From an optimization exercise on the open Yosys and OpenROAD flow, aimed at small area, a short achievable clock period and few clock cycles per item; shortcuts taken in it are not production practice.
Function was checked by simulation only, so behaviour that the tests miss may differ from the original.
No activity file was given, so power comes from the tool's default toggle rates.

===== flow/constraint.sdc =====
create_clock -name core_clock -period 8.0 [get_ports {Clk}]
set_input_delay 1.6000 -clock core_clock [delete_from_list [all_inputs] [get_ports {Clk}]]
set_output_delay 1.6000 -clock core_clock [all_outputs]
set_load 0.01 [all_outputs]

===== flow/design.v =====
module multicycle_datapath #(
  parameter logic [31:0] RESET_PC         = 32'h0000_0000,
  parameter bit          HALT_ON_MISALIGN = 1'b1
) (
  input  logic        Clk,
  input  logic        Rst,
  output logic        MemReq,
  output logic        MemWe,
  output logic [31:0] MemAddr,
  output logic [31:0] MemWData,
  input  logic [31:0] MemRData,
  input  logic        MemAck,
  output logic [31:0] PCOut,
  output logic        InstrRetired,
  output logic        Halted
);
  localparam logic [5:0] OP_RTYPE = 6'h00, OP_J  = 6'h02, OP_JAL = 6'h03, OP_BEQ = 6'h04;
  localparam logic [5:0] OP_ADDI  = 6'h08, OP_LW = 6'h23, OP_SW  = 6'h2B;
  localparam logic [5:0] F_JR  = 6'h08, F_ADD = 6'h20, F_SUB = 6'h22;
  localparam logic [5:0] F_AND = 6'h24, F_OR  = 6'h25, F_SLT = 6'h2A;
  logic        halted, ret_q;
  logic [31:2] fpc;                  
  logic        d_valid;              
  logic [31:0] d_ir;
  logic [31:2] d_pc4;
  logic        b_valid;              
  logic [31:0] b_ir;
  logic        x_valid, x_mph;       
  logic [31:0] x_a, x_b;
  logic [15:0] x_imm;
  logic [31:2] x_tgt;                
  logic        x_fa, x_fb, x_inv;
  logic        x_sum, x_and, x_or, x_slt, x_link;
  logic        x_lw, x_sw, x_beq, x_jr, x_ill, x_wen;
  logic [4:0]  x_wa;
  logic        w_en;                 
  logic [4:0]  w_a;
  logic [31:0] w_d;
  logic [31:0] rf [1:31];
  logic [31:1] rf_v;
  logic [31:0] fa, fb, sum, addr, res;
  logic        slt, eq, x_live, x_halt, x_mem, x_fin, x_enter_m, taken, x_take, adv, fetch;
  assign fa   = x_fa ? w_d : x_a;
  assign fb   = x_fb ? (w_d ^ {32{x_inv}}) : x_b;
  assign sum  = fa + fb + {31'b0, x_inv};
  assign addr = fa + {{16{x_imm[15]}}, x_imm};
  assign slt  = (fa[31] == fb[31]) ? fa[31] : sum[31];
  assign eq   = (fa == fb);
  assign res  = ({32{x_sum}}  & sum) |
                ({32{x_and}}  & (fa & fb)) |
                ({32{x_or}}   & (fa | fb)) |
                ({32{x_slt}}  & {31'b0, slt}) |
                ({32{x_link}} & x_b);
  assign x_mem     = x_lw | x_sw;
  assign x_live    = x_valid & ~halted;
  assign x_halt    = x_live & ~x_mph &
                     (x_ill |
                      (HALT_ON_MISALIGN && x_jr  && fa[1:0] != 2'b00) |
                      (HALT_ON_MISALIGN && x_mem && (fa[1:0] + x_imm[1:0]) != 2'b00));
  assign x_fin     = x_live & ~x_halt & (x_mph | ~x_mem);
  assign x_enter_m = x_live & ~x_halt & ~x_mph & x_mem;
  assign taken     = x_live & ~x_halt & ~x_mph & (x_jr | (x_beq & eq));
  assign adv    = MemAck & ~halted;
  assign x_take = adv & (~x_valid | x_fin);
  assign fetch  = ~(x_valid & x_mph);
  assign MemReq       = ~halted;
  assign MemWe        = x_valid & x_mph & x_sw;
  assign MemAddr      = (x_valid & x_mph) ? {x_a[31:2], 2'b00} : {fpc, 2'b00};
  assign MemWData     = x_b;
  assign PCOut        = {x_tgt, 2'b00};
  assign Halted       = halted;
  assign InstrRetired = ret_q;
  logic [5:0]  op, fn;
  logic [4:0]  rs, rt, rd;
  logic        is_r, r_add, r_sub, r_and, r_or, r_slt, r_jr, r_alu;
  logic        i_addi, i_lw, i_sw, i_beq, i_j, i_jal, legal;
  logic [31:0] rd_a, rd_b, ra, rb;
  logic [4:0]  d_wa;
  logic        d_wen;
  assign op = d_ir[31:26];
  assign fn = d_ir[5:0];
  assign rs = d_ir[25:21];
  assign rt = d_ir[20:16];
  assign rd = d_ir[15:11];
  assign is_r   = (op == OP_RTYPE);
  assign r_add  = is_r && fn == F_ADD;
  assign r_sub  = is_r && fn == F_SUB;
  assign r_and  = is_r && fn == F_AND;
  assign r_or   = is_r && fn == F_OR;
  assign r_slt  = is_r && fn == F_SLT;
  assign r_jr   = is_r && fn == F_JR;
  assign r_alu  = r_add | r_sub | r_and | r_or | r_slt;
  assign i_addi = (op == OP_ADDI);
  assign i_lw   = (op == OP_LW);
  assign i_sw   = (op == OP_SW);
  assign i_beq  = (op == OP_BEQ);
  assign i_j    = (op == OP_J);
  assign i_jal  = (op == OP_JAL);
  assign legal  = r_alu | r_jr | i_addi | i_lw | i_sw | i_beq | i_j | i_jal;
  assign d_wa  = r_alu ? rd : (i_jal ? 5'd31 : rt);
  assign d_wen = ((r_alu | i_addi | i_lw) & (d_wa != 5'd0)) | i_jal;
  always_comb begin
    rd_a = 32'h0;
    rd_b = 32'h0;
    for (int i = 1; i < 32; i++) begin
      rd_a = rd_a | ({32{rs == 5'(i) && rf_v[i]}} & rf[i]);
      rd_b = rd_b | ({32{rt == 5'(i) && rf_v[i]}} & rf[i]);
    end
  end
  assign ra = (w_en && w_a == rs) ? w_d : rd_a;
  assign rb = (w_en && w_a == rt) ? w_d : rd_b;
  logic [31:0] fw;
  logic [31:2] fpc1;
  assign fw   = b_valid ? b_ir : MemRData;
  assign fpc1 = fpc + 30'd1;
  always_ff @(posedge Clk) begin
    if (!Rst) begin
      halted  <= 1'b0;
      ret_q   <= 1'b0;
      fpc     <= RESET_PC[31:2];
      d_valid <= 1'b0;
      b_valid <= 1'b0;
      x_valid <= 1'b0;
      x_mph   <= 1'b0;
      w_en    <= 1'b0;
    end else begin
      ret_q <= adv & x_fin;
      if (adv & x_halt) halted <= 1'b1;
      if (adv) begin
        if (taken) begin
          d_valid <= 1'b0;
          b_valid <= 1'b0;
          fpc     <= x_jr ? fa[31:2] : x_tgt;
        end else if (x_take || !d_valid) begin
          if (b_valid || fetch) begin
            d_valid <= 1'b1;
            d_ir    <= fw;
            d_pc4   <= fpc1;
            fpc     <= (fw[31:27] == 5'b00001) ? {fpc1[31:28], fw[25:0]} : fpc1;
          end else begin
            d_valid <= 1'b0;
          end
          b_valid <= 1'b0;
        end else if (fetch && !b_valid) begin
          b_valid <= 1'b1;
          b_ir    <= MemRData;
        end
        if (x_take) begin
          x_valid <= d_valid & ~taken;
          x_mph   <= 1'b0;
          x_a     <= ra;
          x_b     <= i_addi ? {{16{d_ir[15]}}, d_ir[15:0]} :
                     i_jal  ? {d_pc4, 2'b00} :
                     ((r_sub | r_slt) ? ~rb : rb);
          x_fa    <= x_valid & x_wen & (x_wa == rs);
          x_fb    <= x_valid & x_wen & (x_wa == rt) & (is_r | i_beq | i_sw);
          x_inv   <= r_sub | r_slt;
          x_imm   <= d_ir[15:0];
          x_tgt   <= i_beq ? d_pc4 + {{14{d_ir[15]}}, d_ir[15:0]} : d_pc4;
          x_sum   <= r_add | r_sub | i_addi;
          x_and   <= r_and;
          x_or    <= r_or;
          x_slt   <= r_slt;
          x_link  <= i_jal;
          x_lw    <= i_lw;
          x_sw    <= i_sw;
          x_beq   <= i_beq;
          x_jr    <= r_jr;
          x_ill   <= ~legal;
          x_wen   <= d_wen;
          x_wa    <= d_wa;
        end else if (x_enter_m) begin
          x_mph <= 1'b1;
          x_a   <= addr;
          x_b   <= fb;
          x_fa  <= 1'b0;
          x_fb  <= 1'b0;
        end
        w_en <= x_fin & x_wen;
        w_a  <= x_wa;
        w_d  <= x_mph ? MemRData : res;
      end
    end
  end
  always_ff @(posedge Clk) begin
    if (!Rst) rf_v <= '0;
    else if (w_en) rf_v[w_a] <= 1'b1;
  end
  always_ff @(posedge Clk) begin
    if (w_en) rf[w_a] <= w_d;
  end
endmodule

===== flow/config.mk =====
export PLATFORM = sky130hd
export DESIGN_NAME = multicycle_datapath
export DESIGN_NICKNAME = multicycle_datapath
export VERILOG_FILES = /design/flow/design.v
export SDC_FILE = /design/flow/constraint.sdc
export NUM_CORES = 4
export LEC_CHECK = 0
export CAP_MARGIN = 20
export CORE_MARGIN = 2
export CORE_UTILIZATION = 40
export SLEW_MARGIN = 20

===== flow/run.sh =====
#!/bin/bash
# synth_recipe.tcl (not shown) runs the flow's synth.tcl, then flattens the netlist and writes it again
# the make line also repeats each setting of config.mk as NAME=value (left out here)
make -C /OpenROAD-flow-scripts/flow DESIGN_CONFIG=/design/flow/config.mk WORK_HOME=/design/flow/orfs CLKGATE_MAP_FILE= SYNTH_SCRIPT=/design/flow/synth_recipe.tcl finish

==> results.txt <==
static leakage=~26 nW; initial antenna violation count=23; vias in the first global route=51,300; Place WS=2.62 ns; synth unique cells=81; cell row count=147; # IOs=135; Worst Slack Setup Final=~2.2 ns; HPWL Detailed=184 mm; yosys warns=1; busiest grt layer=met2; Most used DFF post-synth=edfxtp_1; clock-pin transition on the worst setup and hold timing paths=0.06 ns; antenna viol nets, final=0; final core utilization=46.0%; HP Class=register to register; DIE HEIGHT=approximately 400 um; Layout Nets=5,555; initial core utilization=between 40% and 50%; largest net degree at the start of global routing=63; die area=about 160,000 sq um; Post-synth EDFFs=between 1,000 and 1,500; WL/cell=between 40 and 50 um; Async SR Flop Fraction=0%; TritonCTS clock tree=yes; Filler cells=14,300; Synth-to-Final Area Change=14.5%; commonest non-fill, non-tap cell in the layout=edfxtp_1; Hold Buf Count CTS=0; sequential fraction of the synthesis area=between 60 and 70%; deepest clock path buffer count=3; register bit count reported by yosys=~1,300; Max Clock Skew=0.0394 ns; status=finished clean; count of final hold-check violations=0; crit path capture=w_d[30]; Initial DRC Count=14,100; most frequent cells in the layout=edfxtp_1, a22oi_1, nor2_1; Crit Reg-Reg Endpoint=w_d[30]; final count of pins violating max slew=0; synthesized area per cell=12.2 sq um; reg2reg start=x_fb; DR vias/cell=7.37; clk latency of the worst-skew pair=roughly 0.81 ns; pin slew with the least headroom to its limit=roughly 1.3 ns; fmax=173 MHz; Core ar.=160,000 sq um; Arr. time, crit path=6.37 ns; final wirelength=a little over 300 mm; PortBufs=130; Die X-Extent=405 um; CTS buffer count=141; Worst EP required=8.60 ns; DRC Markers=0; Post-CTS Setup Bufs=0; relative slew slack=9.92%; M2 GR Usage=50.2%; Setup-failing EPs final=0; via count=56,400; worst ir drop on vdd=146 uV; met3 Track Usage GR=16.2%; Mapped Cells=5,275; global-route track usage on met1=47.9%; Pre-Repair DR Iteration Count=14; CTS sink cnt=1,320; maximum fanout along the worst path=39; pwr dens=215 nW/um^2; r2r worst-path depth=16; global-route wire length before repair=419 mm; GP Congestion=0.995; Synth Cell Area=64,400 sq um; Tmin final=5.77 ns; r2r setup slk=2.23 ns; max_cap viols=0; final period utilization=between 70 and 80%; critical path type=register to register; share of layout cells above drive strength 1=11.1%; Worst setup SP type=register; CTS H-Tree Depth=4; unrepaired setup endpoints after global routing=false; CTS-repair resized insts=0; setup TNS=0 ns; Root Driver=clkbuf_16; GRT Util Overall=between 30% and 40%; grt total ovfl=0; Critical Path End Type=register; CP startpoint=x_fb
[through the flow]
| stage | std cells | power [W] | hold WS [ns] | area, sq um |
|---|---|---|---|---|
| 2_1_floorplan | 5278 | 0.00871 | 0.446 | 64400 |
| 3_3_place_gp | 7379 | 0.00919 | 0.459 | 68800 |
| 3_5_place_dp | 7383 | 0.00920 | 0.467 | 68900 |
| 4_1_cts | 7637 | 0.0158 | 0.480 | 73500 |
| 5_1_grt | 7652 | 0.0162 | 0.494 | 73700 |
| 6_report | 7660 | 0.0159 | 0.481 | 73800 |
[metal layers]
metal / vias up / part of all wire (%) / wire, um
met4: 43 / 8.0 / 25100
met2: 6410 / 39 / 122000
met1: 27200 / 35 / 108000
met5: - / 0.12 / 370
li1: 21200 / - / -
met3: 1618 / 18 / 56100
[logic make-up (layout without fill, tap and decap cells)]
logic type | count (synthesis) | count (layout) | synth area share [%]
and+or+nand+nor | 1341 | 1341 | 10.4
AOI/OAI and AO/OA | 1641 | 1641 | 18.4
DFF | 1320 | 1320 | 60.5
adders and majority gates | 141 | 141 | 2.79
other | 1 | 14 | 0.00582
xor gates and xnor gates | 191 | 191 | 2.60
buffers and inverters | 514 | 726 | 3.19
muxes | 126 | 126 | 2.07
[state kept, by name (all words and copies together) (netlist names), 5 cells and up]
register / flops
rf: 992
b_ir: 32
d_ir: 32
w_d: 32
x_a: 32
x_b: 32
rf_v: 31
d_pc4: 30
fpc: 30
x_tgt: 30
x_imm: 16
w_a: 5
x_wa: 5
[critical path: stages (launching register included)]
cell      delay [ns]
edfxtp_1        0.81
buf_12          0.37
o21ai_0         0.47
fa_1            0.30
inv_1           0.07
fa_1            0.49
a211oi_1        0.41
o21bai_1        0.14
a21oi_1         0.53
o21ai_0         0.24
buf_4           0.20
a41oi_1         0.49
a311oi_1        0.24
a211oi_1        0.31
xnor2_1         0.16
nand2_1         0.07
a32oi_1         0.27
[report_power, final]
part / internal (W) / switching, W / leakage, nW
clock: 0.00385 / 0.00292 / 2.26
sequential: 0.00770 / 0.000145 / 11.9
combinational: 0.000466 / 0.000811 / 11.6
total: 0.0120 / 0.00387 / 25.7
[worst min-delay path by stage]
stage / start / slack [ns] / cells past startpoint / to
2_1_floorplan: rf_v[1] / 0.45 / 2 / rf_v[1]
3_3_place_gp: rf_v[13] / 0.46 / 1 / rf_v[13]
3_5_place_dp: rf_v[13] / 0.47 / 1 / rf_v[13]
4_1_cts: rf_v[13] / 0.48 / 1 / rf_v[13]
5_1_grt: rf_v[11] / 0.49 / 1 / rf_v[11]
6_report: rf_v[11] / 0.48 / 1 / rf_v[11]
[synth_stat cells (68+ instances only)]
| cell type | count | area share [%] |
|---|---|---|
| nor2_1 | 351 | 2.0 |
| a22oi_1 | 647 | 7.5 |
| a22o_1 | 106 | 1.4 |
| mux2i_1 | 70 | 1.1 |
| nand3_1 | 184 | 1.4 |
| nand4_1 | 94 | 0.91 |
| nand2_1 | 271 | 1.6 |
| inv_1 | 122 | 0.71 |
| ha_1 | 137 | 2.7 |
| clkbuf_1 | 290 | 1.7 |
| xnor2_1 | 125 | 1.7 |
| a211oi_1 | 70 | 0.82 |
| and3_1 | 183 | 1.8 |
| a21oi_1 | 208 | 1.6 |
| a221oi_1 | 96 | 1.3 |
| edfxtp_1 | 1252 | 58 |
| dfxtp_1 | 68 | 2.1 |
| o21ai_0 | 193 | 1.5 |
[area by class of cell]
class                           instances  area [sq um]  area share, %
Inverter                              124           465          0.631
Sequential cell                      1320         39000           52.8
Clock buffer                          173          3760           5.10
Tap cell                             2160          2700           3.66
Clock inverter                         81           892           1.21
Antenna cell                           10          25.0         0.0339
Timing Repair Buffer                  348          3100           4.20
Multi-Input combinational cell       3444         23800           32.3
Testbench counts, summed over its fixed seeds: cycles 50,448, instrs 33,277.

## port drivers added, routing unchanged
Ports are ideal in the flow. The routed layout listed here was re-timed in OpenROAD. Step 1: set_driving_cell puts a clkbuf_16 on Clk and a buf_2 on each other input, an assumption about the parent block. Step 2 adds t to the input delays and takes it off the output delays; t is the mean of the earliest and latest rising clock arrival at the registers after step 1. Input paths then give back, and output paths get back, about the clock's delay inside the block. Three values: no drivers, after step 1, after step 2; two values: the first two.
shift t [ns]: 0.883
setup WS [ns]: 2.231 / 2.231 / 2.231
cell pins on the clock port's net: 1
After both steps this run still meets setup and hold. The setup slack of this run moves by 0.000 ns with the drivers and by 0.000 ns with both steps.
